Background: an optimization exercise with open tools, aiming at small area. Do not read the settings as production practice. The RTL was checked by simulation tests, not by an equivalence proof against the original design. Power figures rest on the tool's default switching activity, not on a simulated workload.

`flow/config.mk`:
```
export PLATFORM = sky130hd
export DESIGN_NAME = matrix_io_top
export DESIGN_NICKNAME = matrix_io_top
export VERILOG_FILES = /design/flow/design.v
export SDC_FILE = /design/flow/constraint.sdc
export NUM_CORES = 4
export LEC_CHECK = 0
export CAP_MARGIN = 20
export CORE_MARGIN = 2
export CORE_UTILIZATION = 65
export CTS_BUF_LIST = sky130_fd_sc_hd__clkbuf_8
export CTS_CLUSTER_DIAMETER = 50
export CTS_CLUSTER_SIZE = 16
export PLACE_DENSITY = 0.75
export SLEW_MARGIN = 20
```
`flow/constraint.sdc`:
```
create_clock -name core_clock -period 10.0 [get_ports {clk}]
set_input_delay 2.0000 -clock core_clock [delete_from_list [all_inputs] [get_ports {clk}]]
set_output_delay 2.0000 -clock core_clock [all_outputs]
set_load 0.01 [all_outputs]
```
`flow/design.v`:
```
package matrix_io_pkg;
    typedef logic [7:0] elem_t;       
    typedef logic [2:0] dim_t;        
    typedef logic [1:0] slot_t;       
    typedef logic [4:0] elem_idx_t;   
    typedef enum logic [1:0] {
        rx_get_rows,
        rx_get_cols,
        rx_get_data,
        rx_config
    } rx_state_t;
    typedef enum logic [3:0] {
        tx_idle,
        tx_load,
        tx_hundreds, tx_wait_hundreds,
        tx_tens,     tx_wait_tens,
        tx_units,    tx_wait_units,
        tx_space,    tx_wait_space,
        tx_cr,       tx_wait_cr,
        tx_lf,       tx_wait_lf
    } tx_state_t;
    localparam elem_t ascii_zero  = 8'h30;
    localparam elem_t ascii_space = 8'h20;
    localparam elem_t ascii_cr    = 8'h0d;
    localparam elem_t ascii_lf    = 8'h0a;
endpackage
`timescale 1ns/10ps
module ascii_num_parser (
    input  logic                 clk,
    input  logic                 rst_n,
    input  matrix_io_pkg::elem_t rx_data,
    input  logic                 rx_done,
    output matrix_io_pkg::elem_t num_value,
    output logic                 num_valid
);
    matrix_io_pkg::elem_t digit_off;
    logic                 is_digit;
    logic                 is_delim;
    logic                 in_number;    
    assign digit_off = rx_data - matrix_io_pkg::ascii_zero;
    assign is_digit  = (digit_off < 8'd10);
    assign is_delim  = (rx_data == matrix_io_pkg::ascii_space) ||
                       (rx_data == matrix_io_pkg::ascii_cr)    ||
                       (rx_data == matrix_io_pkg::ascii_lf);
    always_ff @(posedge clk or negedge rst_n) begin
        if (!rst_n) begin
            num_value <= '0;
            num_valid <= 1'b0;
            in_number <= 1'b0;
        end else begin
            num_valid <= 1'b0;    
            if (rx_done) begin
                if (is_digit) begin
                    in_number <= 1'b1;
                    if (in_number)
                        num_value <= num_value * 8'd10 + digit_off;   
                    else
                        num_value <= digit_off;                       
                end else if (is_delim && in_number) begin
                    num_valid <= 1'b1;
                    in_number <= 1'b0;
                end
            end
        end
    end
endmodule
`timescale 1ns/10ps
module matrix_store (
    input  logic                     clk,
    input  logic                     rst_n,
    input  matrix_io_pkg::elem_t     num_value,
    input  logic                     num_valid,
    input  logic                     config_en,
    input  matrix_io_pkg::slot_t     rd_slot,
    input  matrix_io_pkg::elem_idx_t rd_idx,
    output matrix_io_pkg::elem_t     rd_elem,
    output matrix_io_pkg::dim_t      rd_rows,
    output matrix_io_pkg::dim_t      rd_cols,
    output logic [3:0]               slot_valid
);
    matrix_io_pkg::dim_t  slot_rows [4];
    matrix_io_pkg::dim_t  slot_cols [4];
    matrix_io_pkg::rx_state_t rx_state;
    matrix_io_pkg::slot_t     wr_ptr;
    logic [2:0]               slot_cnt;
    matrix_io_pkg::dim_t      cur_rows;
    matrix_io_pkg::dim_t      cur_cols;
    matrix_io_pkg::elem_idx_t data_cnt;
    matrix_io_pkg::elem_idx_t last_idx;
    logic                     dim_ok;
    logic                     wr_en;
    logic                     last_elem;
    assign dim_ok    = (num_value >= 8'd1) && (num_value <= 8'd5);
    assign last_idx  = matrix_io_pkg::elem_idx_t'(cur_rows) *
                       matrix_io_pkg::elem_idx_t'(cur_cols) - 5'd1;
    assign wr_en     = num_valid && !config_en && (rx_state == matrix_io_pkg::rx_get_data);
    assign last_elem = wr_en && (data_cnt == last_idx);
    matrix_io_pkg::elem_t e0 [4];
    always_ff @(posedge clk) begin
        if (wr_en && data_cnt == 5'd0)
            e0[wr_ptr] <= num_value;
    end
    logic [4:0] phase;
    always_ff @(posedge clk or negedge rst_n) begin
        if (!rst_n) phase <= '0;
        else        phase <= (phase == 5'd23) ? 5'd0 : phase + 5'd1;
    end
    function automatic logic [4:0] add24(input logic [4:0] a, input logic [4:0] b);
        logic [5:0] s;
        logic [5:0] d;
        s = {1'b0, a} + {1'b0, b};
        d = s - 6'd24;
        add24 = (s >= 6'd24) ? d[4:0] : s[4:0];
    endfunction
    logic [4:0] wpos;
    logic       ring_wr;
    assign wpos    = add24(data_cnt, phase);
    assign ring_wr = wr_en && data_cnt != 5'd0;
    logic                 pend_v;
    matrix_io_pkg::slot_t pend_s;
    logic [4:0]           pend_p;
    matrix_io_pkg::elem_t pend_d;
    always_ff @(posedge clk or negedge rst_n) begin
        if (!rst_n) pend_v <= 1'b0;
        else        pend_v <= ring_wr && wpos[0];
    end
    always_ff @(posedge clk) begin
        pend_s <= wr_ptr;
        pend_p <= wpos;
        pend_d <= num_value;
    end
    logic                 c_en;
    matrix_io_pkg::slot_t c_slot;
    logic [3:0]           c_idx;      
    matrix_io_pkg::elem_t c_data;
    assign c_en   = pend_v || (ring_wr && !wpos[0]);
    assign c_slot = pend_v ? pend_s : wr_ptr;
    assign c_idx  = pend_v ? ((pend_p == 5'd23) ? 4'd0 : pend_p[4:1] + 4'd1) : wpos[4:1];
    assign c_data = pend_v ? pend_d : num_value;
    logic [7:0] ring [4][24];
    for (genvar s = 0; s < 4; s++) begin : g_slot
        for (genvar j = 0; j < 24; j++) begin : g_pos
            if (j % 2 == 0) begin : g_load
                always_ff @(posedge clk) begin
                    if (c_en && c_slot == s && c_idx == j / 2)
                        ring[s][j] <= c_data;
                    else
                        ring[s][j] <= ring[s][(j + 23) % 24];
                end
            end else begin : g_shift
                always_ff @(posedge clk)
                    ring[s][j] <= ring[s][j - 1];
            end
        end
    end
    always_ff @(posedge clk) begin
        if (last_elem) begin
            slot_rows[wr_ptr] <= cur_rows;
            slot_cols[wr_ptr] <= cur_cols;
        end
    end
    logic [4:0]           fpos;
    logic                 at_tap;
    matrix_io_pkg::elem_t tap_data;
    logic                 snoop;
    matrix_io_pkg::elem_t pf_buf;
    assign fpos     = add24(rd_idx, phase);
    assign at_tap   = (fpos[2:0] == 3'd0);
    assign tap_data = ring[rd_slot][{fpos[4:3], 3'd0}];
    assign snoop    = wr_en && wr_ptr == rd_slot && data_cnt == rd_idx + 5'd1;
    always_ff @(posedge clk) begin
        if (snoop)
            pf_buf <= num_value;
        else if (at_tap)
            pf_buf <= tap_data;
    end
    assign rd_elem = (rd_idx == 5'd0) ? e0[rd_slot] : pf_buf;
    assign rd_rows = slot_rows[rd_slot];
    assign rd_cols = slot_cols[rd_slot];
    always_ff @(posedge clk or negedge rst_n) begin
        if (!rst_n) begin
            rx_state   <= matrix_io_pkg::rx_get_rows;
            wr_ptr     <= '0;
            slot_cnt   <= 3'd2;
            slot_valid <= '0;
        end else if (config_en && rx_state != matrix_io_pkg::rx_config) begin
            rx_state <= matrix_io_pkg::rx_config;
        end else if (!config_en && rx_state == matrix_io_pkg::rx_config) begin
            rx_state <= matrix_io_pkg::rx_get_rows;
        end else if (num_valid) begin
            case (rx_state)
                matrix_io_pkg::rx_get_rows: begin
                    if (dim_ok)
                        rx_state <= matrix_io_pkg::rx_get_cols;
                end
                matrix_io_pkg::rx_get_cols: begin
                    rx_state <= dim_ok ? matrix_io_pkg::rx_get_data
                                       : matrix_io_pkg::rx_get_rows;
                end
                matrix_io_pkg::rx_get_data: begin
                    if (last_elem) begin
                        slot_valid[wr_ptr] <= 1'b1;
                        if ({1'b0, wr_ptr} >= slot_cnt - 3'd1)
                            wr_ptr <= '0;
                        else
                            wr_ptr <= wr_ptr + 2'd1;
                        rx_state <= matrix_io_pkg::rx_get_rows;
                    end
                end
                matrix_io_pkg::rx_config: begin
                    if (num_value == 8'd0)
                        slot_cnt <= 3'd1;
                    else if (num_value > 8'd4)
                        slot_cnt <= 3'd4;
                    else
                        slot_cnt <= num_value[2:0];
                    wr_ptr     <= '0;
                    slot_valid <= '0;
                end
                default: rx_state <= matrix_io_pkg::rx_get_rows;
            endcase
        end
    end
    always_ff @(posedge clk) begin
        if (!(config_en ^ (rx_state == matrix_io_pkg::rx_config)) && num_valid) begin
            if (rx_state == matrix_io_pkg::rx_get_rows)
                cur_rows <= matrix_io_pkg::dim_t'(num_value);
            if (rx_state == matrix_io_pkg::rx_get_cols) begin
                cur_cols <= matrix_io_pkg::dim_t'(num_value);
                data_cnt <= '0;
            end
            if (rx_state == matrix_io_pkg::rx_get_data && !last_elem)
                data_cnt <= data_cnt + 5'd1;
        end
    end
endmodule
`timescale 1ns/10ps
module matrix_printer (
    input  logic                     clk,
    input  logic                     rst_n,
    input  logic                     print_trigger,
    input  logic [3:0]               sw_select,
    input  logic [3:0]               slot_valid,
    input  matrix_io_pkg::elem_t     rd_elem,
    input  matrix_io_pkg::dim_t      rd_rows,
    input  matrix_io_pkg::dim_t      rd_cols,
    output matrix_io_pkg::slot_t     rd_slot,
    output matrix_io_pkg::elem_idx_t rd_idx,
    output matrix_io_pkg::elem_t     tx_data,
    output logic                     tx_start,
    input  logic                     tx_busy
);
    logic trig_meta, trig_sync, trig_prev;
    logic trig_edge;
    always_ff @(posedge clk or negedge rst_n) begin
        if (!rst_n) begin
            trig_meta <= 1'b0;
            trig_sync <= 1'b0;
            trig_prev <= 1'b0;
        end else begin
            trig_meta <= print_trigger;
            trig_sync <= trig_meta;
            trig_prev <= trig_sync;
        end
    end
    assign trig_edge = trig_sync & ~trig_prev;
    logic [3:0]           hit;
    matrix_io_pkg::slot_t sel_slot;
    logic                 sel_found;
    assign hit       = sw_select & slot_valid;
    assign sel_found = |hit;
    assign sel_slot  = hit[0] ? 2'd0 : hit[1] ? 2'd1 : hit[2] ? 2'd2 : 2'd3;
    matrix_io_pkg::elem_t val;
    logic [3:0]           dig_h, dig_t, dig_u;
    always_comb begin
        logic [7:0] r;
        r     = val;
        dig_h = 4'd0;
        if (r >= 8'd200) begin dig_h = 4'd2; r = r - 8'd200; end
        else if (r >= 8'd100) begin dig_h = 4'd1; r = r - 8'd100; end
        dig_t = 4'(r[6:0] / 7'd10);
        dig_u = 4'(r[6:0] % 7'd10);
    end
    matrix_io_pkg::tx_state_t tx_state;
    matrix_io_pkg::dim_t      out_rows, out_cols;
    matrix_io_pkg::dim_t      row_cnt, col_cnt;
    logic                     char_done;
    assign char_done = !tx_busy && !tx_start;
    always_ff @(posedge clk or negedge rst_n) begin
        if (!rst_n) begin
            tx_state <= matrix_io_pkg::tx_idle;
            tx_start <= 1'b0;
            tx_data  <= '0;
        end else begin
            tx_start <= 1'b0;
            case (tx_state)
                matrix_io_pkg::tx_idle:
                    if (trig_edge && sel_found) tx_state <= matrix_io_pkg::tx_load;
                matrix_io_pkg::tx_load:
                    tx_state <= matrix_io_pkg::tx_hundreds;
                matrix_io_pkg::tx_hundreds: begin
                    if (val < 8'd100) begin
                        tx_state <= matrix_io_pkg::tx_tens;
                    end else begin
                        tx_data  <= {4'h3, dig_h};
                        tx_start <= 1'b1;
                        tx_state <= matrix_io_pkg::tx_wait_hundreds;
                    end
                end
                matrix_io_pkg::tx_wait_hundreds:
                    if (char_done) tx_state <= matrix_io_pkg::tx_tens;
                matrix_io_pkg::tx_tens: begin
                    if (val < 8'd10) begin
                        tx_state <= matrix_io_pkg::tx_units;
                    end else begin
                        tx_data  <= {4'h3, dig_t};
                        tx_start <= 1'b1;
                        tx_state <= matrix_io_pkg::tx_wait_tens;
                    end
                end
                matrix_io_pkg::tx_wait_tens:
                    if (char_done) tx_state <= matrix_io_pkg::tx_units;
                matrix_io_pkg::tx_units: begin
                    tx_data  <= {4'h3, dig_u};
                    tx_start <= 1'b1;
                    tx_state <= matrix_io_pkg::tx_wait_units;
                end
                matrix_io_pkg::tx_wait_units:
                    if (char_done) tx_state <= matrix_io_pkg::tx_space;
                matrix_io_pkg::tx_space: begin
                    tx_data  <= matrix_io_pkg::ascii_space;
                    tx_start <= 1'b1;
                    tx_state <= matrix_io_pkg::tx_wait_space;
                end
                matrix_io_pkg::tx_wait_space: if (char_done) begin
                    if (col_cnt == out_cols - 3'd1)
                        tx_state <= matrix_io_pkg::tx_cr;
                    else
                        tx_state <= matrix_io_pkg::tx_load;
                end
                matrix_io_pkg::tx_cr: begin
                    tx_data  <= matrix_io_pkg::ascii_cr;
                    tx_start <= 1'b1;
                    tx_state <= matrix_io_pkg::tx_wait_cr;
                end
                matrix_io_pkg::tx_wait_cr:
                    if (char_done) tx_state <= matrix_io_pkg::tx_lf;
                matrix_io_pkg::tx_lf: begin
                    tx_data  <= matrix_io_pkg::ascii_lf;
                    tx_start <= 1'b1;
                    tx_state <= matrix_io_pkg::tx_wait_lf;
                end
                matrix_io_pkg::tx_wait_lf: if (char_done) begin
                    if (row_cnt == out_rows - 3'd1)
                        tx_state <= matrix_io_pkg::tx_idle;
                    else
                        tx_state <= matrix_io_pkg::tx_load;
                end
                default: tx_state <= matrix_io_pkg::tx_idle;
            endcase
        end
    end
    always_ff @(posedge clk) begin
        case (tx_state)
            matrix_io_pkg::tx_idle: if (trig_edge && sel_found) begin
                rd_slot <= sel_slot;
                rd_idx  <= '0;
                row_cnt <= '0;
                col_cnt <= '0;
            end
            matrix_io_pkg::tx_load: begin
                if (rd_idx == '0) begin
                    out_rows <= rd_rows;
                    out_cols <= rd_cols;
                end
                val <= rd_elem;
            end
            matrix_io_pkg::tx_wait_space: if (char_done && col_cnt != out_cols - 3'd1) begin
                col_cnt <= col_cnt + 3'd1;
                rd_idx  <= rd_idx + 5'd1;
            end
            matrix_io_pkg::tx_wait_lf: if (char_done && row_cnt != out_rows - 3'd1) begin
                row_cnt <= row_cnt + 3'd1;
                col_cnt <= '0;
                rd_idx  <= rd_idx + 5'd1;
            end
            default: ;
        endcase
    end
endmodule
`timescale 1ns/10ps
module matrix_io_top #(
    parameter int max_slots = 4,
    parameter int max_dim   = 5
) (
    input  logic                 clk,
    input  logic                 rst_n,
    input  matrix_io_pkg::elem_t rx_data,
    input  logic                 rx_done,
    input  logic                 config_en,
    input  logic                 print_trigger,
    input  logic [3:0]           sw_select,
    input  logic                 tx_busy,
    output matrix_io_pkg::elem_t tx_data,
    output logic                 tx_start,
    output logic [3:0]           slot_valid
);
    matrix_io_pkg::elem_t     num_value;
    logic                     num_valid;
    matrix_io_pkg::slot_t     rd_slot;
    matrix_io_pkg::elem_idx_t rd_idx;
    matrix_io_pkg::elem_t     rd_elem;
    matrix_io_pkg::dim_t      rd_rows, rd_cols;
    ascii_num_parser u_parser (
        .clk       (clk),
        .rst_n     (rst_n),
        .rx_data   (rx_data),
        .rx_done   (rx_done),
        .num_value (num_value),
        .num_valid (num_valid)
    );
    matrix_store u_store (
        .clk        (clk),
        .rst_n      (rst_n),
        .num_value  (num_value),
        .num_valid  (num_valid),
        .config_en  (config_en),
        .rd_slot    (rd_slot),
        .rd_idx     (rd_idx),
        .rd_elem    (rd_elem),
        .rd_rows    (rd_rows),
        .rd_cols    (rd_cols),
        .slot_valid (slot_valid)
    );
    matrix_printer u_printer (
        .clk           (clk),
        .rst_n         (rst_n),
        .print_trigger (print_trigger),
        .sw_select     (sw_select),
        .slot_valid    (slot_valid),
        .rd_elem       (rd_elem),
        .rd_rows       (rd_rows),
        .rd_cols       (rd_cols),
        .rd_slot       (rd_slot),
        .rd_idx        (rd_idx),
        .tx_data       (tx_data),
        .tx_start      (tx_start),
        .tx_busy       (tx_busy)
    );
endmodule
```
`flow/run.sh`:
```
#!/bin/bash
# synth_recipe.tcl (not shown) runs the flow's synth.tcl, then flattens the netlist and writes it again
# the make line also repeats each setting of config.mk as NAME=value (left out here)
make -C /OpenROAD-flow-scripts/flow DESIGN_CONFIG=/design/flow/config.mk WORK_HOME=/design/flow/orfs CLKGATE_MAP_FILE= SYNTH_SCRIPT=/design/flow/synth_recipe.tcl finish
```
==> notes.md, run 1 <==
met2 is the most crowded layer. Once detail routing completed, the nets flagged for antenna violations numbered 0. The slew at the pin closest to its max-slew limit is 1180 ps. Setup repair after global routing left no endpoint under its margin. During placement, the flow inserted port buffers numbering 28. The synthesized netlist contains 95 unique library cells. Of all nets on the critical path, the largest fanout is 8. For this run, the leading register cell type out of synthesis is sky130_fd_sc_hd__dfxtp_1. For this run, the detailed router's first-pass iteration total came to 7. The fraction of registers with async set/reset is 4.43%, and the met3 track demand over resource is 4.32%.

The first routing iteration left 1061 violations. The share of layout cells above drive strength 1 came out at 25.3%. For the fill cell instance count of the final layout, the log shows 3148.

For met2 alone, demand over resource in global routing was 45.7%. The final setup TNS is 0 ps, and the total power is 7.02 mW. The leakage power summed over all cells was 13.2 nW; the last weighted congestion value of the routability-driven placer was 0.890. The clock reaches the later pin of the worst-skew pair after 680 ps. For this block, the routed nets add up to 64.1 mm of wire.

The Yosys step of the flow raised 4 warnings. On the critical path, the stage with the largest delay is an instance of sky130_fd_sc_hd__nor2_1. The critical path goes through ha_1 > fa_1 > a21o_1 > a21oi_1 > xnor2_1 > nor3b_1 > o31ai_1 > nand2_1 > nor2_1 > nand2_1 > mux2_2. Setup violations remaining at the end of the flow were counted as 0.

The number of global-route vias before repair came out at 16800. Across all setup checks in the final design, the least slack found is 5230 ps. The flow ran to the end and the layout has no timing, DRC or antenna violations. For the placeable core area, the log shows 0.0463 mm². Static timing analysis puts the maximum clock frequency at 210 MHz.

STA classifies the critical path startpoint as a register. The worst hold path begins at u_store.ring[42][6]. The critical setup path kind was register to register. The count of standard-cell rows was 79; the number of standard cells after synthesis was 2242.

The smallest clock period supported by the final layout is computed as 4770 ps. Yosys mapped a number of flops with a built-in enable equal to 102. The initial utilization of the core area, before any placement, comes to 65.4%. The register bit count reported by yosys came out at 926. The clock passes through at most 3 buffers.

The dominant cell type by count on the critical path is sky130_fd_sc_hd__nand2_1. The first global-routing pass estimated 98.5 mm of wire. In the routed design, unresolved DRC markers number 0.

The die is 220 µm tall. Across all hold checks on the routed design, the worst slack comes to 325 ps. The logs give 74 for the CTS buffer count and 5330 ps for the worst endpoint data arrival time. For the count of placed standard cells in the final layout, fillers left out, the log shows 2904.

The worst setup path startpoint was u_store.data_cnt[0]. Max-cap violations in this run came to 0. The number of antenna violations at the first check in global routing was 5; the width of the die was 220 µm. After detailed placement, the total cell area comes to 0.0311 mm². The share of the core filled with cells came out at 70.1%. The number of diodes was 0; the global routing met1 resource utilization was 36.0%. The reg-to-reg startpoint is u_store.data_cnt[0]. Ratio of final minimum period to clock period: 47.7%. Across the VDD grid, the largest voltage drop is 155 µV. The data required time at the worst endpoint is 10560 ps, and the post-cts repair resize count is 0. The number of placed instances, taps included, is 2800. In this run, post-CTS hold repair placed 0 buffers. In this run the worst hold path is classified as register to register.

For the final number of hold-violating endpoints, the log shows 0. The run gives 16500 as the via count. For this design the top-level I/O count stands at 31. The area growth from synthesis to layout is 7.13%. The worst setup slack before clock tree synthesis was 5000 ps; the post-route cell area was 0.0324 mm².

In this run the number of H-tree levels came out at 3. After global routing the overflow that remains totals 0. The clock arrives with 26.2 ps of skew. The net count of the finished layout is 2368. The number of vias per cell after detailed routing is 5.68. The tools report the final count of pins violating max slew as 0. For the overall track demand over capacity in global routing, the log shows 27.4%. Estimated wirelength of the detail-placed design: 42.7 mm.

Measured against its own limit, the worst slew margin works out to 20.9%. TritonCTS built the clock tree. Dividing the detail-routed wire length by the instance count gives 22.1 µm.

After clock tree synthesis, the setup repair step added 0 buffers. Sequential cells were found to cover 65.3% of the synthesized design area. The cell sitting at the root of the clock tree is a sky130_fd_sc_hd__clkbuf_8. For the number of sinks on the clock net, the log shows 926. Maximum number of pins on one net before global-route repair: 49. The clock input transition at the sequential cells of the worst setup and hold paths was 90 ps. The area of the mapped netlist came out at 0.0302 mm².

On the worst path, the slowest cell contributes a delay of 940 ps. The element type at the critical path end was a register. The mean area per synthesized cell works out to 13.5 µm². For this design the ratio of total power to cell area is 217 mW/mm². The die area was 0.0483 mm².
-- flip-flops by register name, summed over array words and instances, names as in the netlist, 6 cells and up --
| name | flops |
|---|---|
| u_store.slot_rows | 12 |
| u_store.ring | 768 |
| u_printer.tx_data | 6 |
| u_store.pf_buf | 8 |
| u_store.e0 | 32 |
| u_store.pend_d | 8 |
| u_printer.val | 8 |
| u_parser.num_value | 8 |
| u_store.slot_cols | 12 |
-- path summary, 6_finish.rpt --
kind	slack, ps	cells after the start	endpoint
worst max-delay path	5230	11	u_store.ring[6][1]
worst min-delay path	330	0	u_store.ring[43][6]
worst max register to register	5230	11	u_store.ring[6][1]
worst min register to register	330	0	u_store.ring[43][6]
max in group asynchronous	8260	1	u_printer.tx_data[3]
min in group asynchronous	1310	1	u_store.rx_state[0]
-- layout make-up --
| type | instances | area [µm²] | share of cell area [%] |
|---|---|---|---|
| timing repair buffer | 45 | 405 | 1.25 |
| tap | 607 | 759 | 2.34 |
| inverter | 50 | 188 | 0.579 |
| clock buffer | 76 | 1050 | 3.23 |
| sequential | 926 | 19800 | 61.0 |
| clock inverter | 27 | 264 | 0.815 |
| multi-input combinational | 1173 | 9980 | 30.8 |
-- kinds of logic (layout without fill, tap and decap cells) --
logic type,after synthesis,after routing,share of synthesized area (%)
other,1,2,0.0124
DFF,926,926,65.3
buffers and inverters,144,198,1.84
xor gates and xnor gates,57,57,1.70
and+or+nand+nor,429,429,7.30
AOI/OAI and AO/OA,182,182,4.06
adders and majority gates,81,81,3.52
muxes,422,422,16.2
-- synthesized netlist by cell type, types with 7 or more instances --
master,instances,area share (%)
sky130_fd_sc_hd__nand3_1,110,1.8
sky130_fd_sc_hd__nor3_1,18,0.30
sky130_fd_sc_hd__fa_1,7,0.46
sky130_fd_sc_hd__and3_1,9,0.19
sky130_fd_sc_hd__dfrtp_1,40,3.3
sky130_fd_sc_hd__nand2_1,100,1.2
sky130_fd_sc_hd__inv_1,49,0.61
sky130_fd_sc_hd__edfxtp_1,102,10
sky130_fd_sc_hd__xnor2_1,34,0.98
sky130_fd_sc_hd__xor2_1,21,0.61
sky130_fd_sc_hd__o21ai_0,46,0.76
sky130_fd_sc_hd__dfxtp_1,783,52
sky130_fd_sc_hd__mux4_2,14,1.0
sky130_fd_sc_hd__nor2b_1,11,0.23
sky130_fd_sc_hd__nor2_1,68,0.84
sky130_fd_sc_hd__nand2b_1,8,0.17
sky130_fd_sc_hd__mux2_2,402,15
sky130_fd_sc_hd__or3_1,15,0.31
sky130_fd_sc_hd__a21oi_1,40,0.66
sky130_fd_sc_hd__and2_1,15,0.31
sky130_fd_sc_hd__a31oi_1,7,0.14
sky130_fd_sc_hd__o21a_1,9,0.22
sky130_fd_sc_hd__clkbuf_1,86,1.1
sky130_fd_sc_hd__nor2_2,12,0.25
sky130_fd_sc_hd__ha_1,73,3.0
sky130_fd_sc_hd__nand4_1,25,0.52
sky130_fd_sc_hd__a21o_1,14,0.35
-- placed cells by master (no fill, tap or decap), drive strengths merged, types with 14 or more instances in the layout --
cell type      instances
clkdlybuf4s50         27
xnor2                 35
o21ai                 49
edfxtp               102
xor2                  22
clkbuf                77
and2                  16
inv                   67
a21o                  14
nand4                 25
a21oi                 43
dfxtp                783
or3                   16
nor2                  80
buf                   17
ha                    73
mux4                  14
nand2                100
mux2                 402
dfrtp                 40
nor3                  22
nand3                111
-- where the power goes --
group	switching (mW)	internal (mW)	leakage, nW	total [mW]
Clock	1.18	0.779	0.691	1.96
Sequential	0.132	3.84	7.75	3.98
Combinational	0.708	0.374	4.79	1.08
Total	2.02	5.00	13.2	7.02
-- critical path: cells and delay by family (launching register included) --
kind	cells	cell delay, ps
flip-flops	1	570
AND/OR/NAND/NOR	4	1820
XOR/XNOR	1	190
AO/OA/AOI/OAI	3	930
adder cells (fa/ha/maj)	2	700
multiplexers	1	430
-- routing by layer --
metal	vias up	wire length [µm]
li1	7864	-
met3	112	2490
met2	362	30900
met5	-	0
met1	8152	28700
met4	0	2070
==> run 2, diff against run 1 <==
--- a/flow/config.mk
+++ b/flow/config.mk
@@ -8,8 +8,5 @@
 export CAP_MARGIN = 20
 export CORE_MARGIN = 2
 export CORE_UTILIZATION = 65
-export CTS_BUF_LIST = sky130_fd_sc_hd__clkbuf_8
-export CTS_CLUSTER_DIAMETER = 50
-export CTS_CLUSTER_SIZE = 16
 export PLACE_DENSITY = 0.75
 export SLEW_MARGIN = 20
==> run 2 against run 1 <==
Register-to-register slack lost 70 ps. Routed wire length grew 4.3%. Design area grew 5.0%. Largest cell class unchanged. Flip-flop and latch count is the same. Sequential share of layout area shrank 2.9 points. Core utilization grew 3.5 points. Largest power group unchanged. Via count grew 2.0%. Hold slack lost 13 ps. Non-clock buffer count is the same. Area after synthesis is the same. Maximum frequency shrank 1.5%.
==> notes.md, run 2 <==
The dominant cell type by count on the critical path is sky130_fd_sc_hd__nand2_1. The routed length per instance was 22.6 µm (+2.5%); the I/O pin count was 31 (unchanged). The placed instance area was 0.0311 mm² (unchanged); the width of the die was 220 µm (unchanged). The H-tree depth is 3 (unchanged).

The clock network fraction of total power is 39.6% (+12 points), and the number of sinks on the clock net is 926 (unchanged). The logs give 0 (unchanged) for the DRC violation count after routing and 0 (unchanged) for the post-cts repair resize count. The number of flip-flops under the largest register name is 768 (unchanged), and the total power is 8.41 mW (+20%).

Relative to the synthesized area, the layout overhead comes to 12.5%. Count of yosys warnings during synthesis: 4 (unchanged). The endpoint of the worst-slack reg-to-reg timing path is u_store.ring[12][3]. Max-capacitance violation count: 0 (unchanged). The share of layout cells above drive strength 1 came out at 26.7% (+1.4 points). sky130_fd_sc_hd__dfxtp_1 takes more of the synthesized area than any other cell. The tools report the startpoint type of the worst setup path as a register.

The reg-to-reg startpoint is u_store.data_cnt[0]. The run gives 101 mm (+2.8%) as the first-pass GRT wire length. The longest individual stage delay on the worst path came out at 980 ps (+40 ps).

Post-CTS setup buffer count: 0 (unchanged). The tools report the worst min-delay path endpoint as u_store.ring[53][2]. Insertion delay to the later sink of the worst-skew pair: 640 ps (-40 ps). The signal on the critical path passes through ha_1 > fa_1 > a21o_1 > a21oi_1 > xnor2_1 > nor3b_1 > o31ai_1 > nand2_1 > nor2_1 > nand2_1 > mux2_2.

The switching share of power was 26.8% (-2.0 points). The run gives 0 (unchanged) as the overflow left after global routing. The run gives 5 (unchanged) as the number of antenna violations at the first check in global routing. The largest register by flop count is u_store.ring.

The final antenna-violating net count came out at 0 (unchanged). By area the synthesized netlist is led by sky130_fd_sc_hd__dfxtp_1, sky130_fd_sc_hd__mux2_2, sky130_fd_sc_hd__edfxtp_1. The clock skew is 18.9 ps (-7.25 ps), and the worst hold path depth is 0 (unchanged). The via count was 16800 (+2.0%); the slew at the pin closest to its max-slew limit was 1240 ps (+58.2 ps).

The final setup TNS was 0 ps (unchanged). The primary flip-flop cell chosen by synthesis mapping was sky130_fd_sc_hd__dfxtp_1. The register bit count reported by yosys is 926 (unchanged).

The tightest slew margin relative to the limit was 17.0% (-3.9 points); the fraction of registers with async set/reset was 4.43% (unchanged). CTS placed an instance of sky130_fd_sc_hd__clkbuf_16 at the clock tree root. The worst reg2reg path depth was 11 (unchanged); the switching power of the nets was 2.26 mW (+12%). In the layout the commonest cells are sky130_fd_sc_hd__dfxtp_1, sky130_fd_sc_hd__mux2_2, sky130_fd_sc_hd__nand3_1. The clock input transition at the sequential cells of the worst setup and hold paths is 70 ps (-20 ps), and the layout net count is 2380 (+0.51%). The overall track demand over capacity in global routing was 28.2% (+0.89 points). The CTS buffer count is 86 (+16%). Leakage power summed over all cells: 14.0 nW (+5.8%). The tools report the register-to-register setup slack as 5160 ps (-70 ps). Sorting the synthesized cells by how often they occur yields sky130_fd_sc_hd__dfxtp_1, sky130_fd_sc_hd__mux2_2, sky130_fd_sc_hd__nand3_1. Worst min-delay path class: register to register.

By instance count, the leading cell after synthesis is sky130_fd_sc_hd__dfxtp_1. The design internal power is 6.15 mW (+23%). The ratio of final minimum period to clock period is 48.4% (+0.71 points). The logs give 10520 ps (-40 ps) for the data required time at the worst endpoint and 2242 (unchanged) for the number of standard cells after synthesis. The mean area per synthesized cell is 13.5 µm² (unchanged), and the power density relative to cell area is 247 mW/mm² (+14%). The effective utilization at floorplan is 65.4% (unchanged). The run gives 0.890 (unchanged) as the last weighted congestion value of the routability-driven placer.

The share of the synthesized area in the top cell type is 51.8% (unchanged). The logs give 0.0340 mm² (+5.0%) for the post-route cell area and 47.4% (-9.2 points) for the portion of total power attributed to sequential cells. The final setup violation count was 0 (unchanged).

The tools report the count of standard-cell rows as 79 (unchanged). The worst endpoint data arrival time is 5360 ps (+30 ps), and the final number of hold-violating endpoints is 0 (unchanged). Largest driver fanout on the critical path: 8 (unchanged). The worst setup path is captured at a register. Placeable core area: 0.0463 mm² (unchanged). The run gives 42.7 mm (unchanged) as the estimated wirelength of the detail-placed design. The logs give 207 MHz (-1.5%) for the highest clock rate and 65.3% (unchanged) for the fraction of the yosys area taken by sequential cells. The number of buffers inserted by hold repair at cts is 0 (unchanged). The area of the mapped netlist came out at 0.0302 mm² (unchanged). The tools report the largest vdd supply drop as 187 µV (+21%). The tools report the starting DRC count in detailed routing as 1183 (+11%). The clock period minus final worst setup slack was 4840 ps (+70.9 ps). Tracing the worst setup path back leads to its startpoint at u_store.data_cnt[0]. The deepest clock path buffer count came out at 3 (unchanged). The critical hold path startpoint was u_store.ring[52][2]. The first-pass iteration count of the detailed router is 5 (-2), and the vertical die dimension is 220 µm (unchanged).

TritonCTS built the clock tree. For the combinational fraction of design power, the log shows 13.1% (-2.3 points). Setup repair after global routing left no endpoint under its margin. The number of enable-type register cells in the synthesized netlist is 102 (unchanged). The cell with the largest stage delay on the worst path was sky130_fd_sc_hd__nor2_1.

Number of diodes: 0 (unchanged). In the final layout, the registers with the most flip-flops are u_store.ring x768, u_store.e0 x32. The final count of pins violating max slew was 0 (unchanged); the number of vias per cell after detailed routing was 5.69 (+0.29%).

The run finished with no timing, DRC or antenna violations. The tools report the maximum number of pins on one net before global-route repair as 49 (unchanged). The tools report the number of global-route vias before repair as 17200 (+2.3%). By startpoint and endpoint, the worst setup path is classified as register to register.

Leaving out fill and tap cells, the most frequent cell in the layout is sky130_fd_sc_hd__dfxtp_1. The tools report the number of unique standard cell types used by synthesis as 95 (unchanged). The detailed-route wire length is 66.9 mm (+4.3%). The number of buffer cells added on primary ports came out at 28 (unchanged). The die area was 0.0483 mm² (unchanged).
==> run 2: layout make-up <==
| cell class | count | area [µm²] |
|---|---|---|
| Fill cell | 2937 | 12200 |
| Clock buffer | 119 | 2550 |
| Sequential cell | 926 | 19800 |
| Multi-Input combinational cell | 1173 | 9980 |
| Inverter | 50 | 188 |
| Timing Repair Buffer | 45 | 405 |
| Clock inverter | 35 | 374 |
| Tap cell | 607 | 759 |
==> run 2: worst max path at each step <==
stage,end
after floorplan,u_store.pf_buf[4]
after global placement,u_store.ring[34][4]
after detailed placement,u_store.ring[30][2]
after CTS,u_store.pf_buf[7]
after global routing,u_store.pf_buf[6]
final,u_store.ring[12][3]
==> run 2: power groups by stage <==
stage                     clock network [mW]  registers, mW  logic, mW
after global placement                     0           4.05       1.05
after global routing                    3.51           3.99       1.21
after detailed placement                   0           4.06       1.07
after CTS                               3.36           3.98       1.09
after floorplan                            0           3.99      0.782
final                                   3.33           3.98       1.10
==> run 2: per-layer routing <==
metal / wire [µm] / global-route usage (%) / vias up
met3: 3090 / 4.51 / 136
met4: 2660 / 12.9 / 2
met2: 32000 / 46.6 / 452
met5: 7 / 0 / -
met1: 29100 / 36.8 / 8301
li1: - / - / 7937
==> run 2: worst max-delay path, delay by kind of cell (launching register included) <==
family,cells,cell delay (ps)
xor+xnor,1,190
compound gates,3,910
fa+ha+maj,2,730
flops,1,570
mux,1,440
simple gates,4,1870
==> run 2: per-stage QoR <==
stage	hold WS (ps)	setup WS, ps	std cells	util [%]
2_1_floorplan	310	5780	2243	-
3_3_place_gp	310	4990	2800	67.2
3_5_place_dp	312	5000	2800	67.2
4_1_cts	317	4980	2954	73.5
5_1_grt	324	4900	2955	73.5
6_report	312	5160	2955	73.5
==> run 2: cells by family (layout without fill, tap and decap cells) <==
logic type | after synthesis | in the layout | share of synthesized area [%]
other | 1 | 2 | 0.0124
AND/OR/NAND/NOR | 429 | 429 | 7.30
adder cells (fa/ha/maj) | 81 | 81 | 3.52
AO/OA/AOI/OAI | 182 | 182 | 4.06
multiplexers | 422 | 422 | 16.2
buffers and inverters | 144 | 249 | 1.84
flip-flops | 926 | 926 | 65.3
XOR/XNOR | 57 | 57 | 1.70
==> run 3, diff against run 2 <==
--- a/flow/design.v
+++ b/flow/design.v
@@ -113,36 +113,61 @@
         add24 = (s >= 6'd24) ? d[4:0] : s[4:0];
     endfunction
     logic [4:0] wpos;
+    logic [1:0] wdly;
+    logic [2:0] wtgt;
     logic       ring_wr;
     assign wpos    = add24(data_cnt, phase);
+    assign wdly    = 2'd0 - wpos[1:0];
+    assign wtgt    = (wdly == 2'd0) ? wpos[4:2] :
+                     (wpos[4:2] == 3'd5) ? 3'd0 : wpos[4:2] + 3'd1;
     assign ring_wr = wr_en && data_cnt != 5'd0;
-    logic                 pend_v;
-    matrix_io_pkg::slot_t pend_s;
-    logic [4:0]           pend_p;
-    matrix_io_pkg::elem_t pend_d;
+    logic                 pv1, pv2, pv3;
+    logic [1:0]           pd1;
+    logic                 pd2;
+    logic [2:0]           pt1, pt2, pt3;
+    matrix_io_pkg::elem_t pq1, pq2, pq3;
+    matrix_io_pkg::slot_t ps;
     always_ff @(posedge clk or negedge rst_n) begin
-        if (!rst_n) pend_v <= 1'b0;
-        else        pend_v <= ring_wr && wpos[0];
+        if (!rst_n) begin
+            pv1 <= 1'b0;
+            pv2 <= 1'b0;
+            pv3 <= 1'b0;
+        end else begin
+            pv1 <= ring_wr && wdly != 2'd0;
+            pv2 <= pv1 && pd1 != 2'd1;
+            pv3 <= pv2 && !pd2;
+        end
     end
     always_ff @(posedge clk) begin
-        pend_s <= wr_ptr;
-        pend_p <= wpos;
-        pend_d <= num_value;
+        pd1 <= wdly;
+        pd2 <= (pd1 == 2'd2);
+        pt1 <= wtgt;
+        pt2 <= pt1;
+        pt3 <= pt2;
+        pq1 <= num_value;
+        pq2 <= pq1;
+        pq3 <= pq2;
+        if (ring_wr)
+            ps <= wr_ptr;
     end
+    logic                 c0, c1, c2;
     logic                 c_en;
     matrix_io_pkg::slot_t c_slot;
-    logic [3:0]           c_idx;      
+    logic [2:0]           c_idx;
     matrix_io_pkg::elem_t c_data;
-    assign c_en   = pend_v || (ring_wr && !wpos[0]);
-    assign c_slot = pend_v ? pend_s : wr_ptr;
-    assign c_idx  = pend_v ? ((pend_p == 5'd23) ? 4'd0 : pend_p[4:1] + 4'd1) : wpos[4:1];
-    assign c_data = pend_v ? pend_d : num_value;
+    assign c0     = ring_wr && wdly == 2'd0;
+    assign c1     = pv1 && pd1 == 2'd1;
+    assign c2     = pv2 && pd2;
+    assign c_en   = c0 || c1 || c2 || pv3;
+    assign c_slot = c0 ? wr_ptr : ps;
+    assign c_idx  = c0 ? wtgt : c1 ? pt1 : c2 ? pt2 : pt3;
+    assign c_data = c0 ? num_value : c1 ? pq1 : c2 ? pq2 : pq3;
     logic [7:0] ring [4][24];
     for (genvar s = 0; s < 4; s++) begin : g_slot
         for (genvar j = 0; j < 24; j++) begin : g_pos
-            if (j % 2 == 0) begin : g_load
+            if (j % 4 == 0) begin : g_load
                 always_ff @(posedge clk) begin
-                    if (c_en && c_slot == s && c_idx == j / 2)
+                    if (c_en && c_slot == s && c_idx == j / 4)
                         ring[s][j] <= c_data;
                     else
                         ring[s][j] <= ring[s][(j + 23) % 24];
--- a/flow/config.mk
+++ b/flow/config.mk
@@ -8,5 +8,8 @@
 export CAP_MARGIN = 20
 export CORE_MARGIN = 2
 export CORE_UTILIZATION = 65
+export CTS_BUF_LIST = sky130_fd_sc_hd__clkbuf_8
+export CTS_CLUSTER_DIAMETER = 50
+export CTS_CLUSTER_SIZE = 22
 export PLACE_DENSITY = 0.75
 export SLEW_MARGIN = 20
==> run 3 against run 2 <==
Register-to-register slack got worse by 230 ps. Design area fell by 10%. Clock power fell by 47%. Via count fell by 12%. Critical path type unchanged. Still clean on timing, DRC and antenna. Largest power group unchanged. Synthesized cell count fell by 11%. Non-clock buffer count fell by 1. Setup slack got worse by 230 ps. Global-route usage fell by 3.8 points.
==> notes.md, run 3 <==
For the fraction of the yosys area taken by sequential cells, the log shows 71.1% (+5.8 points). The library cell used most frequently in the layout, excluding fill and tap cells, is sky130_fd_sc_hd__dfxtp_1. The run gives 2564 (-8.4%) as the cell count after placement. The first-pass GRT wire length is 83.6 mm (-17%), and the number of sinks on the clock net is 951 (+2.7%).

The area growth from synthesis to final layout was 7.04%; the number of enable-type register cells in the synthesized netlist was 104 (+2.0%). The share of the synthesized area in the top cell type was 56.4% (+4.6 points). Final antenna-violating net count: 0 (unchanged). The clock period minus final worst setup slack is 5070 ps (+229 ps). Via count: 14800 (-12%). The switching share of power is 27.5% (+0.66 points). The I/O pin count is 31 (unchanged), and the count of placed standard cells in the final layout, fillers left out is 2650 (-10%). The ratio of final minimum period to clock period works out to 50.7% (+2.3 points). The number of standard cells after synthesis is 1990 (-11%). The flow ran to the end and the layout has no timing, DRC or antenna violations. The final number of hold-violating endpoints is 0 (unchanged).

The maximum number of pins on one net before global-route repair is 44 (-10%). The estimated wirelength of the detail-placed design is 36.8 mm (-14%), and the max-capacitance violation count is 0 (unchanged). The tools report the CTS buffer count as 58 (-33%).

The post-route cell area was 0.0305 mm² (-10%); the synthesized-area fraction occupied by xor and xnor cells was 1.75% (+0.045 points). Largest register by flop count: u_store.ring. The first-pass iteration count of the detailed router was 5 (unchanged). The final setup TNS was 0 ps (unchanged). The overflow left after global routing was 0 (unchanged). Last weighted congestion value of the routability-driven placer: 0.911 (+2.3%). The vertical die dimension came out at 214 µm (-2.8%). The most common cell in the synthesized netlist is sky130_fd_sc_hd__dfxtp_1. The post-synthesis compound-gate area fraction was 5.80% (+1.7 points). The number of vias per cell after detailed routing was 5.57 (-2.2%).

The commonest cells after synthesis are sky130_fd_sc_hd__dfxtp_1, sky130_fd_sc_hd__mux2_2, sky130_fd_sc_hd__edfxtp_1. The routed length per instance is 20.5 µm (-9.3%). The area of the mapped netlist was 0.0285 mm² (-5.7%); the number of unique standard cell types used by synthesis was 90 (-5.3%).

The logs give 0 (unchanged) for the DRC violation count after routing and 14600 (-15%) for the number of global-route vias before repair. The width of the die came out at 214 µm (-2.8%). The top cell type by total area after synthesis was sky130_fd_sc_hd__dfxtp_1. The final count of pins violating max slew was 0 (unchanged); the largest vdd supply drop was 166 µV (-11%).

TritonCTS built the clock tree. The tools report the highest clock rate as 197 MHz (-4.5%). The clock input transition at the sequential cells of the worst setup and hold paths is 120 ps (+50 ps). The final setup violation count was 0 (unchanged). The number of flip-flops under the largest register name is 768 (unchanged), and the tightest slew margin relative to the limit is 26.8% (+9.7 points). In the post-synthesis netlist, the biggest area contributors are sky130_fd_sc_hd__dfxtp_1, sky130_fd_sc_hd__edfxtp_1, sky130_fd_sc_hd__mux2_2. For the post-cts repair resize count, the log shows 0 (unchanged). The detailed-route wire length was 54.4 mm (-19%). Setup repair after global routing left no endpoint under its margin. Overall track demand over capacity in global routing: 24.5% (-3.8 points).

The deepest clock path buffer count was 3 (unchanged). The tools report the startpoint type of the worst setup path as a register. The tools report the combinational fraction of design power as 12.8% (-0.3 points).

The share of layout cells above drive strength 1 was 17.7% (-9.0 points); the count of standard-cell rows was 76 (-3.8%). The largest registers in the layout are u_store.ring x768, u_store.e0 x32. The fraction of registers with async set/reset works out to 4.52% (+0.094 points). The min-delay analysis places its worst path in the category register to register.

The number of buffers inserted by hold repair at cts was 0 (unchanged). The placed instance area is 0.0294 mm² (-5.2%), and the longest individual stage delay on the worst path is 900 ps (-80 ps). The design internal power is 4.90 mW (-20%), and the largest driver fanout on the critical path is 8 (unchanged). The logs give 1.86 mW (-18%) for the switching power of the nets and 5620 ps (+260 ps) for the worst endpoint data arrival time.

The signal on the critical path passes through ha_1 > inv_1 > fa_1 > inv_1 > a21o_1 > a21oi_1 > xnor2_1 > nor2_1 > mux2_2 > ha_1 > a21o_1 > a21boi_1 > nor2_1 > nor3_1 > a22o_1 > a221oi_1 > nand4_1 > o22ai_1 > o21ai_0. The slowest stage of the critical path is the sky130_fd_sc_hd__nor3_1 cell. The run gives 0.0456 mm² (-5.6%) as the die area. The portion of total power attributed to sequential cells is 61.0% (+14 points). The leakage power summed over all cells was 12.2 nW (-13%). The main combinational cell family by area after synthesis is multiplexers. The mean area per synthesized cell was 14.3 µm² (+6.3%).

The library cells used most frequently in the layout, excluding fill and tap cells, are sky130_fd_sc_hd__dfxtp_1, sky130_fd_sc_hd__mux2_2, sky130_fd_sc_hd__edfxtp_1. The number of antenna violations at the first check in global routing is 7 (+2). The power density relative to cell area works out to 221 mW/mm² (-10%).

The H-tree depth is 2 (-1). The worst setup path is captured at a register. Simple-gate share of the synthesized area: 6.24% (-1.1 points). The slew at the pin closest to its max-slew limit works out to 1090 ps (-146 ps).

The starting DRC count in detailed routing was 1211 (+2.4%); the clock network fraction of total power was 26.3% (-13 points). The data required time at the worst endpoint is 10550 ps (+30 ps). The root buffer cell chosen for the clock tree is sky130_fd_sc_hd__clkbuf_8. The critical path in this run is classified as register to register.

Post-CTS setup buffer count: 0 (unchanged). The insertion delay to the later sink of the worst-skew pair came out at 710 ps (+70 ps). The register bit count reported by yosys is 951 (+2.7%), and the clock skew is 38.4 ps (+19.5 ps). Layout net count: 2138 (-10%). The number of buffer cells added on primary ports works out to 28 (unchanged). The fraction of the mapped netlist area in adder cells was 3.74% (+0.22 points); the multiplexer share of the synthesized area was 9.64% (-6.6 points). The logs give 0.0432 mm² (-6.7%) for the placeable core area and 4 (unchanged) for the count of yosys warnings during synthesis.

For the effective utilization at floorplan, the log shows 66.1% (+0.70 points). In the synthesized netlist the dominant register cell turns out to be sky130_fd_sc_hd__dfxtp_1.
-- run 3: power groups by stage --
stage / combinational [mW] / sequential [mW] / clock (mW)
2_1_floorplan: 0.617 / 4.12 / 0
3_3_place_gp: 0.829 / 4.20 / 0
3_5_place_dp: 0.855 / 4.21 / 0
4_1_cts: 0.860 / 4.12 / 1.81
5_1_grt: 0.960 / 4.14 / 1.96
6_report: 0.864 / 4.12 / 1.78
-- run 3: kinds of logic after synthesis --
logic type      Yosys count
flops                   951
simple gates            332
compound gates          236
mux                     226
buf+inv                 107
fa+ha+maj                81
xor+xnor                 56
other cells               1
-- run 3: worst paths after layout --
check	from	to	slack, ps	cells past startpoint
setup reg to reg	u_printer.rd_idx[0]	u_store.pf_buf[3]	4930	19
min in group asynchronous	rst_n	u_printer.tx_state[1]	1310	1
hold / removal	u_store.ring[44][3]	u_store.ring[45][3]	300	0
setup / recovery	u_printer.rd_idx[0]	u_store.pf_buf[3]	4930	19
max in group asynchronous	rst_n	u_parser.num_value[5]	8280	1
hold reg to reg	u_store.ring[44][3]	u_store.ring[45][3]	300	0
-- run 3: cell type report --
| cell class | instances | area (µm²) |
|---|---|---|
| multi-input cells | 933 | 7840 |
| fillers | 2956 | 12600 |
| repair buffers | 44 | 398 |
| clock buffers | 59 | 812 |
| well taps | 585 | 732 |
| flip-flops and latches | 951 | 20300 |
| clock inverters | 25 | 267 |
| inverters | 51 | 191 |
| diodes | 2 | 5.00 |
-- run 3: through the flow --
| step | util, % | hold slack (ps) | setup slack (ps) | power, mW |
|---|---|---|---|---|
| 2_1_floorplan | - | 310 | 5870 | 4.74 |
| 3_3_place_gp | 68.2 | 310 | 4520 | 5.03 |
| 3_5_place_dp | 68.2 | 312 | 4430 | 5.06 |
| 4_1_cts | 70.7 | 295 | 5020 | 6.80 |
| 5_1_grt | 70.7 | 298 | 4580 | 7.06 |
| 6_report | 70.7 | 304 | 4930 | 6.76 |
-- run 3: layer usage --
layer  routed length [µm]  global-route usage [%]
met3                 2490                    3.88
met5                    0                       0
met2                26100                    40.8
met1                24100                    33.1
met4                 1680                    7.95
-- run 3: critical path, delay by kind of cell (launching register included) --
family                     cells  cell delay [ps]
and+or+nand+nor                4             1440
DFF                            1              500
muxes                          1              300
adders and majority gates      3              910
AOI/OAI and AO/OA              8             1410
xor gates and xnor gates       1              240
buffers and inverters          2              120
==> run 4, diff against run 3 <==
--- a/flow/config.mk
+++ b/flow/config.mk
@@ -10,6 +10,6 @@
 export CORE_UTILIZATION = 65
 export CTS_BUF_LIST = sky130_fd_sc_hd__clkbuf_8
 export CTS_CLUSTER_DIAMETER = 50
-export CTS_CLUSTER_SIZE = 22
+export CTS_CLUSTER_SIZE = 16
 export PLACE_DENSITY = 0.75
 export SLEW_MARGIN = 20
==> run 4 against run 3 <==
Die area unchanged. Clock power is about 10% higher. First-iteration DRC count shrank 2.7%. Non-clock buffer count unchanged. Register-to-register slack hardly changed. Synthesized cell count unchanged. Critical path depth stayed put. Via count up 0.83%. Flip-flop and latch count did not move. Largest power group unchanged. Power up 2.6%. Area after synthesis unchanged. Design area increased by 0.66%.
==> notes.md, run 4 <==
The run gives 2662 (+0.45%) as the count of placed standard cells in the final layout, fillers left out. The clock input transition at the sequential cells of the worst setup and hold paths was 100 ps (-20 ps); the multi-input gate area in the final layout was 0.00784 mm² (unchanged). For the global routing met1 resource utilization, the log shows 33.1% (about the same). The largest registers in the layout are u_store.ring x768, u_store.e0 x32. For the effective utilization at floorplan, the log shows 66.1% (unchanged). Leaving out fill and tap cells, the most frequent cells in the layout are sky130_fd_sc_hd__dfxtp_1, sky130_fd_sc_hd__mux2_2, sky130_fd_sc_hd__edfxtp_1. The placeable core area was 0.0432 mm² (unchanged). Leaving out fill and tap cells, the most frequent cell in the layout is sky130_fd_sc_hd__dfxtp_1.

The vertical die dimension came out at 214 µm (unchanged). Sorting the synthesized cells by area gives the leading types as sky130_fd_sc_hd__dfxtp_1, sky130_fd_sc_hd__edfxtp_1, sky130_fd_sc_hd__mux2_2. The tightest slew margin relative to the limit came out at 30.3% (+3.6 points).

TritonCTS built the clock tree. The tools report the die area as 0.0456 mm² (unchanged). Maximum number of pins on one net before global-route repair: 44 (unchanged).

The logs give 0 ps (unchanged) for the final setup TNS and 90 (unchanged) for the number of unique standard cell types used by synthesis. The run gives 4930 ps (unchanged) as the final worst-path setup slack. In this run the clock root is driven by a sky130_fd_sc_hd__clkbuf_8.

The count of yosys warnings during synthesis is 4 (unchanged), and the cell count after placement is 2564 (unchanged). The area growth from synthesis to final layout works out to 7.75%. For this run, the leading register cell type out of synthesis is sky130_fd_sc_hd__dfxtp_1. The share of the synthesized area in the top cell type came out at 56.4% (unchanged).

The flow ran to the end and the layout has no timing, DRC or antenna violations. The power density relative to cell area works out to 226 mW/mm² (+1.9%). The commonest cells after synthesis are sky130_fd_sc_hd__dfxtp_1, sky130_fd_sc_hd__mux2_2, sky130_fd_sc_hd__edfxtp_1. The data required time at the worst endpoint was 10500 ps (-50 ps). The synthesized design spends more area on one cell type than any other, namely sky130_fd_sc_hd__dfxtp_1.

The tools report the CTS buffer count as 74 (+28%). The number of antenna violations at the first check in global routing was 5 (-2); the fraction of registers with async set/reset was 4.52% (unchanged). The most utilized layer in the global route result was met2. Number of standard cells after synthesis: 1990 (unchanged).

The number of flip-flops under the largest register name works out to 768 (unchanged). The area of the mapped netlist came out at 0.0285 mm² (unchanged). The met3 track demand over resource is 3.91% (+0.029 points), and the area of all sequential standard cells is 0.0203 mm² (unchanged). The number of enable-type register cells in the synthesized netlist was 104 (unchanged); the first-pass GRT wire length was 84.0 mm (+0.46%). Clock period minus final worst setup slack: 5070 ps (unchanged). Share of layout cells above drive strength 1: 18.1% (+0.37 points). The run gives 12.4 nW (+0.94%) as the leakage power summed over all cells. The final setup violation count was 0 (unchanged).

The overall track demand over capacity in global routing is 24.6% (+0.14 points), and the max-capacitance violation count is 0 (unchanged). The worst min-delay path class is register to register. The width of the die was 214 µm (unchanged).

DRC violation count after routing: 0 (unchanged). u_store.ring holds more flip-flops than any other register. The run gives 951 (unchanged) as the number of sinks on the clock net. The tools report the post-CTS setup buffer count as 0 (unchanged). STA classifies the critical path startpoint as a register. The count of standard-cell rows was 76 (unchanged); the slew at the pin closest to its max-slew limit was 1040 ps (-57.5 ps). The logs give 71.1% (unchanged) for the fraction of the yosys area taken by sequential cells and 40.6% (-0.19 points) for the routing usage on met2. The insertion delay to the later sink of the worst-skew pair was 670 ps (-40 ps); the post-route cell area was 0.0307 mm² (+0.66%). The number of buffer cells added on primary ports is 28 (unchanged), and the mean area per synthesized cell is 14.3 µm² (unchanged). The register bit count reported by yosys is 951 (unchanged), and the final number of hold-violating endpoints is 0 (unchanged).

The largest driver fanout on the critical path is 8 (unchanged), and the starting DRC count in detailed routing is 1178 (-2.7%). The overflow left after global routing came out at 0 (unchanged). The routed length per instance is 20.5 µm (about the same), and the number of vias per cell after detailed routing is 5.59 (+0.38%). The detailed-route wire length came out at 54.6 mm (+0.38%). The deepest clock path buffer count is 3 (unchanged). Number of buffers inserted by hold repair at cts: 0 (unchanged). Final count of pins violating max slew: 0 (unchanged). For the share of the core filled with cells, the log shows 71.2% (+0.47 points).

Final antenna-violating net count: 0 (unchanged). The total power was 6.94 mW (+2.6%); the fill cell instance count of the final layout was 2918 (-1.3%). The via count is 14900 (+0.83%), and the I/O pin count is 31 (unchanged). The clock skew was 29.8 ps (-8.66 ps). The tools report the placed instance area as 0.0294 mm² (unchanged). The smallest hold slack is 319 ps (+15.4 ps), and the ratio of final minimum period to clock period is 50.7% (unchanged).

The post-cts repair resize count is 0 (unchanged). The critical setup path kind was register to register. The H-tree depth was 3 (+1). Largest vdd supply drop: 188 µV (+14%).

STA classifies the critical path endpoint as a register. For the first-pass iteration count of the detailed router, the log shows 5 (unchanged). The worst endpoint data arrival time came out at 5570 ps (-50 ps). The logs give 4430 ps (unchanged) for the worst setup slack before clock tree synthesis and 14800 (+1.6%) for the number of global-route vias before repair. Layout net count: 2154 (+0.75%). Setup repair after global routing left no endpoint under its margin. The run gives 36.8 mm (unchanged) as the estimated wirelength of the detail-placed design.

Dominant cell by count in the synthesized netlist: sky130_fd_sc_hd__dfxtp_1. For the highest clock rate, the log shows 197 MHz (about the same). The tools report the last weighted congestion value of the routability-driven placer as 0.911 (unchanged).
-- run 4: changes by cell type in the layout (fill, tap and decap cells not counted), sizes merged --
cell	change
bufinv	+2
clkbuf	+16
clkinv	-2
clkinvlp	-1
diode	-1
inv	-2
-- run 4: worst paths after layout --
path | end | start | depth (start not counted) | slack [ps]
worst max register to register | u_store.pf_buf[3] | u_printer.rd_idx[0] | 19 | 4930
worst min-delay path | u_store.ring[82][7] | u_store.ring[81][7] | 0 | 320
worst max-delay path | u_store.pf_buf[3] | u_printer.rd_idx[0] | 19 | 4930
max in group asynchronous | u_store.phase[4] | rst_n | 1 | 8240
min in group asynchronous | u_printer.tx_state[1] | rst_n | 1 | 1350
worst min register to register | u_store.ring[82][7] | u_store.ring[81][7] | 0 | 320
-- run 4: cells by family (layout without fill, tap and decap cells) --
kind of cell / after synthesis / count (layout) / synth area share, %
simple gates: 332 / 332 / 6.24
mux: 226 / 226 / 9.64
fa+ha+maj: 81 / 81 / 3.74
xor+xnor: 56 / 56 / 1.75
compound gates: 236 / 236 / 5.80
flops: 951 / 951 / 71.1
buf+inv: 107 / 192 / 1.69
other cells: 1 / 3 / 0.0131
-- run 4: power breakdown --
group | switching [mW] | internal (mW) | leakage [nW] | total (mW)
logic | 0.537 | 0.325 | 3.71 | 0.862
clock network | 1.17 | 0.788 | 0.678 | 1.96
registers | 0.156 | 3.97 | 7.97 | 4.12
total | 1.86 | 5.08 | 12.4 | 6.94
-- run 4: cell type report --
cell class	instances	area share (%)
Clock inverter	22	0.814
Inverter	51	0.623
Antenna cell	1	0.00814
Sequential cell	951	66.0
Clock buffer	75	3.36
Tap cell	585	2.38
Timing Repair Buffer	44	1.29
Multi-Input combinational cell	933	25.5
-- run 4: critical path, cell delays in order (launching register included) --
cell                       delay (ps)
sky130_fd_sc_hd__edfxtp_1         490
sky130_fd_sc_hd__ha_1             210
sky130_fd_sc_hd__inv_1             50
sky130_fd_sc_hd__fa_1             400
sky130_fd_sc_hd__inv_1             70
sky130_fd_sc_hd__a21o_1           120
sky130_fd_sc_hd__a21oi_1           80
sky130_fd_sc_hd__xnor2_1          250
sky130_fd_sc_hd__nor2_1            70
sky130_fd_sc_hd__mux2_2           310
sky130_fd_sc_hd__ha_1             300
sky130_fd_sc_hd__a21o_1           160
sky130_fd_sc_hd__a21boi_1         410
sky130_fd_sc_hd__nor2_1           220
sky130_fd_sc_hd__nor3_1           880
sky130_fd_sc_hd__a22o_1           270
sky130_fd_sc_hd__a221oi_1          70
sky130_fd_sc_hd__nand4_1          240
sky130_fd_sc_hd__o22ai_1          130
sky130_fd_sc_hd__o21ai_0          180
-- run 4: routing by layer --
metal,vias up,routed length [µm]
met4,0,1910
met2,357,26000
met5,-,0
li1,7019,-
met1,7386,24300
met3,118,2340
==> run 5, diff against run 4 <==
==> flow/flow/run.sh (new file) <==
#!/bin/bash
# Standard layout, unchanged.
cd "$(dirname "$0")/.."
bash standard.sh > standard.log 2>&1
==> flow/standard.sh (new file) <==
#!/bin/bash
# synth_recipe.tcl (not shown) runs the flow's synth.tcl, then flattens the netlist and writes it again
# the make line also repeats each setting of config.mk as NAME=value (left out here)
make -C /OpenROAD-flow-scripts/flow DESIGN_CONFIG=/design/flow/config.mk WORK_HOME=/design/flow/orfs CLKGATE_MAP_FILE= SYNTH_SCRIPT=/design/flow/synth_recipe.tcl "${@:-finish}"
removed: flow/run.sh
==> run 5 against run 4 <==
Design area is the same. Routed wire length is the same. Non-clock buffer count is the same. Combinational power is essentially flat. Critical path depth is the same. Sequential share of layout area is the same. Largest cell class unchanged. Critical endpoint unchanged. Flip-flop and latch count is the same.
==> notes.md, run 5 <==
For the last weighted congestion value of the routability-driven placer, the log shows 0.911 (unchanged). The routed length per instance came out at 20.5 µm (unchanged). The mean area per synthesized cell works out to 14.3 µm² (unchanged). TritonCTS built the clock tree. The register bit count reported by yosys was 951 (unchanged); the DRC violation count after routing was 0 (unchanged).

The highest clock rate came out at 197 MHz (unchanged). The largest register by flop count is u_store.ring. For the final number of hold-violating endpoints, the log shows 0 (unchanged). The fraction of the mapped netlist area in adder cells was 3.74% (unchanged); the met3 track demand over resource was 3.91% (unchanged). Simple-gate share of the synthesized area: 6.24% (unchanged).

For the tightest slew margin relative to the limit, the log shows 30.3% (unchanged). The most utilized layer in the global route result is met2. The synthesized-area fraction occupied by xor and xnor cells came out at 1.75% (unchanged).

The tools report the first-pass iteration count of the detailed router as 5 (unchanged). The via count came out at 14900 (unchanged). The worst setup path is captured at a register. The share of layout cells above drive strength 1 was 18.1% (unchanged).

The main combinational cell family by area after synthesis was multiplexers. The CTS root buffer is sky130_fd_sc_hd__clkbuf_8. The layout net count is 2154 (unchanged), and the largest vdd supply drop is 188 µV (unchanged). The insertion delay to the later sink of the worst-skew pair came out at 670 ps (about the same). The top cell type by total area after synthesis is sky130_fd_sc_hd__dfxtp_1. Largest driver fanout on the critical path: 8 (unchanged).

The deepest clock path buffer count was 3 (unchanged). The register-to-register setup slack was 4930 ps (about the same). The number of standard cells after synthesis was 1990 (unchanged).

The effective utilization at floorplan was 66.1% (unchanged); the data required time at the worst endpoint was 10500 ps (about the same). By area the synthesized netlist is led by sky130_fd_sc_hd__dfxtp_1, sky130_fd_sc_hd__edfxtp_1, sky130_fd_sc_hd__mux2_2. The count of standard-cell rows was 76 (unchanged).

Startpoint type of the worst setup path: a register. The worst hold path depth works out to 0 (unchanged). The area of the mapped netlist came out at 0.0285 mm² (unchanged).

The worst hold path begins at u_store.ring[81][7]. By count the netlist is led by sky130_fd_sc_hd__dfxtp_1, sky130_fd_sc_hd__mux2_2, sky130_fd_sc_hd__edfxtp_1. The die area is 0.0456 mm² (unchanged), and the post-synthesis compound-gate area fraction is 5.80% (unchanged). The clock skew was 29.8 ps (unchanged). The share of the synthesized area in the top cell type came out at 56.4% (unchanged). Leaving out fill and tap cells, the most frequent cells in the layout are sky130_fd_sc_hd__dfxtp_1, sky130_fd_sc_hd__mux2_2, sky130_fd_sc_hd__edfxtp_1. The largest registers in the layout are u_store.ring x768, u_store.e0 x32. In this run the critical register-to-register path is launched from u_printer.rd_idx[0].

The tools report the routing usage on met2 as 40.6% (unchanged). The run gives 0 (unchanged) as the number of buffers inserted by hold repair at cts. The critical setup path kind is register to register. Worst min-delay path class: register to register.

The fraction of registers with async set/reset came out at 4.52% (unchanged). The worst endpoint data arrival time is 5570 ps (about the same), and the detailed-route wire length is 54.6 mm (unchanged). The ratio of final minimum period to clock period came out at 50.7% (unchanged). The path with the worst hold slack has its endpoint at u_store.ring[82][7]. The vertical die dimension is 214 µm (unchanged), and the number of vias per cell after detailed routing is 5.59 (unchanged). The number of enable-type register cells in the synthesized netlist came out at 104 (unchanged).

The tools report the fraction of the yosys area taken by sequential cells as 71.1% (unchanged). Number of sinks on the clock net: 951 (unchanged). The worst register-to-register path ends at u_store.pf_buf[3]. The H-tree depth is 3 (unchanged). Estimated wirelength of the detail-placed design: 36.8 mm (unchanged). Number of flip-flops under the largest register name: 768 (unchanged). The library cell used most frequently in the layout, excluding fill and tap cells, is sky130_fd_sc_hd__dfxtp_1. The slew at the pin closest to its max-slew limit came out at 1040 ps (unchanged). The logs give 5 (unchanged) for the number of antenna violations at the first check in global routing and 0 (unchanged) for the post-CTS setup buffer count.

The run gives 1178 (unchanged) as the starting DRC count in detailed routing. The number of unique standard cell types used by synthesis was 90 (unchanged). For the first-pass GRT wire length, the log shows 84.0 mm (unchanged). The tools report the fill cell instance count of the final layout as 2918 (unchanged). By instance count, the leading cell after synthesis is sky130_fd_sc_hd__dfxtp_1.

The width of the die works out to 214 µm (unchanged). Clock input transition at the sequential cells of the worst setup and hold paths: 100 ps (about the same). The global routing met1 resource utilization was 33.1% (unchanged); the final setup violation count was 0 (unchanged).

The area growth from synthesis to final layout was 7.75% (unchanged); the final antenna-violating net count was 0 (unchanged). The clock period minus final worst setup slack is 5070 ps (unchanged), and the power density relative to cell area is 226 mW/mm² (unchanged). For the count of yosys warnings during synthesis, the log shows 4 (unchanged). The I/O pin count is 31 (unchanged). The number of global-route vias before repair was 14800 (unchanged); the overall track demand over capacity in global routing was 24.6% (unchanged). The run finished with no timing, DRC or antenna violations. The logs give 0.0432 mm² (unchanged) for the placeable core area and 0 (unchanged) for the overflow left after global routing. Setup repair after global routing left no endpoint under its margin. The run gives 12.4 nW (unchanged) as the leakage power summed over all cells.

The final count of pins violating max slew is 0 (unchanged), and the worst reg2reg path depth is 19 (unchanged). The logs give 0 (unchanged) for the post-cts repair resize count and 6.94 mW (unchanged) for the total power. The multiplexer share of the synthesized area was 9.64% (unchanged); the number of buffer cells added on primary ports was 28 (unchanged). The final setup TNS was 0 ps (unchanged). Primary flip-flop cell chosen by synthesis mapping: sky130_fd_sc_hd__dfxtp_1. CTS buffer count: 74 (unchanged). The max-capacitance violation count was 0 (unchanged); the maximum number of pins on one net before global-route repair was 44 (unchanged).
[run 5: per-stage QoR]
stage / area, µm² / hold slack [ps] / utilization, % / instances / setup slack (ps)
floorplan: 28500 / 310 / - / 1991 / 5870
global placement: 29400 / 310 / 68.2 / 2564 / 4520
detailed placement: 29400 / 312 / 68.2 / 2564 / 4430
CTS: 30700 / 316 / 71.2 / 2661 / 5030
global route: 30700 / 327 / 71.2 / 2662 / 4570
finish: 30700 / 319 / 71.2 / 2662 / 4930
[run 5: worst max path at each step]
stage                              from             endpoint  slack [ps]
global route        u_printer.rd_idx[0]    u_store.pf_buf[2]        4570
CTS                 u_printer.rd_idx[0]    u_store.pf_buf[3]        5030
finish              u_printer.rd_idx[0]    u_store.pf_buf[3]        4930
global placement              config_en  u_store.ring[76][0]        4520
floorplan           u_printer.rd_idx[0]    u_store.pf_buf[7]        5870
detailed placement            config_en  u_store.ring[76][4]        4430
[run 5: cell families after synthesis]
family | Yosys count
compound gates | 236
xor+xnor | 56
fa+ha+maj | 81
buf+inv | 107
flops | 951
mux | 226
other cells | 1
simple gates | 332
[run 5: layout make-up]
type	count	area (µm²)	share of cell area, %
clock inverters	22	250	0.814
clock buffers	75	1030	3.36
repair buffers	44	398	1.29
well taps	585	732	2.38
diodes	1	2.50	0.00814
multi-input cells	933	7840	25.5
flip-flops and latches	951	20300	66.0
inverters	51	191	0.623
[run 5: critical path, stage by stage, from the launching register on]
cell,delay [ps]
sky130_fd_sc_hd__edfxtp_1,490
sky130_fd_sc_hd__ha_1,210
sky130_fd_sc_hd__inv_1,50
sky130_fd_sc_hd__fa_1,400
sky130_fd_sc_hd__inv_1,70
sky130_fd_sc_hd__a21o_1,120
sky130_fd_sc_hd__a21oi_1,80
sky130_fd_sc_hd__xnor2_1,250
sky130_fd_sc_hd__nor2_1,70
sky130_fd_sc_hd__mux2_2,310
sky130_fd_sc_hd__ha_1,300
sky130_fd_sc_hd__a21o_1,160
sky130_fd_sc_hd__a21boi_1,410
sky130_fd_sc_hd__nor2_1,220
sky130_fd_sc_hd__nor3_1,880
sky130_fd_sc_hd__a22o_1,270
sky130_fd_sc_hd__a221oi_1,70
sky130_fd_sc_hd__nand4_1,240
sky130_fd_sc_hd__o22ai_1,130
sky130_fd_sc_hd__o21ai_0,180
[run 5: routing by layer]
| layer | vias to the layer above | part of all wire (%) |
|---|---|---|
| met2 | 357 | 48 |
| met4 | 0 | 3.5 |
| met1 | 7386 | 45 |
| li1 | 7019 | - |
| met3 | 118 | 4.3 |
| met5 | - | 0 |
[run 5: power breakdown]
group	total (mW)	leakage, nW	internal, mW	switching (mW)
combinational	0.862	3.71	0.325	0.537
clock	1.96	0.678	0.788	1.17
sequential	4.12	7.97	3.97	0.156

==> static timing again, ports no longer ideal <==
No port has a modelled driver above. Below, the same layouts with a new extraction and two added sets of constraints. Step 1 sets driving cells, clkbuf_16 on the clock port and buf_2 on the other inputs (assumed; they add their load-dependent delay and slew). Step 2 adds t to the input delays and takes it off the output delays; t is the mean of the earliest and latest rising clock arrival at the registers after step 1. Input paths then give back, and output paths get back, about the clock's delay inside the block. Three values: ideal ports, drivers, drivers and shift; two values: the first two.
run | t (ns) | slack for setup (ns) | worst setup path at the end | worst register clock-pin slew, ns
run 1 | 0.726 | 5.233 / 5.233 / 4.814 | input to register | 0.10 / 0.10
run 2 | 0.687 | 5.162 / 5.162 / 4.816 | input to register | 0.07 / 0.07
run 3 | 0.750 | 4.933 / 4.933 / 4.426 | input to register | 0.12 / 0.12
run 4 | 0.712 | 4.933 / 4.933 / 4.417 | input to register | 0.10 / 0.10
run 5 | 0.712 | 4.933 / 4.933 / 4.417 | input to register | 0.10 / 0.10
After both steps every run listed still meets setup and hold.
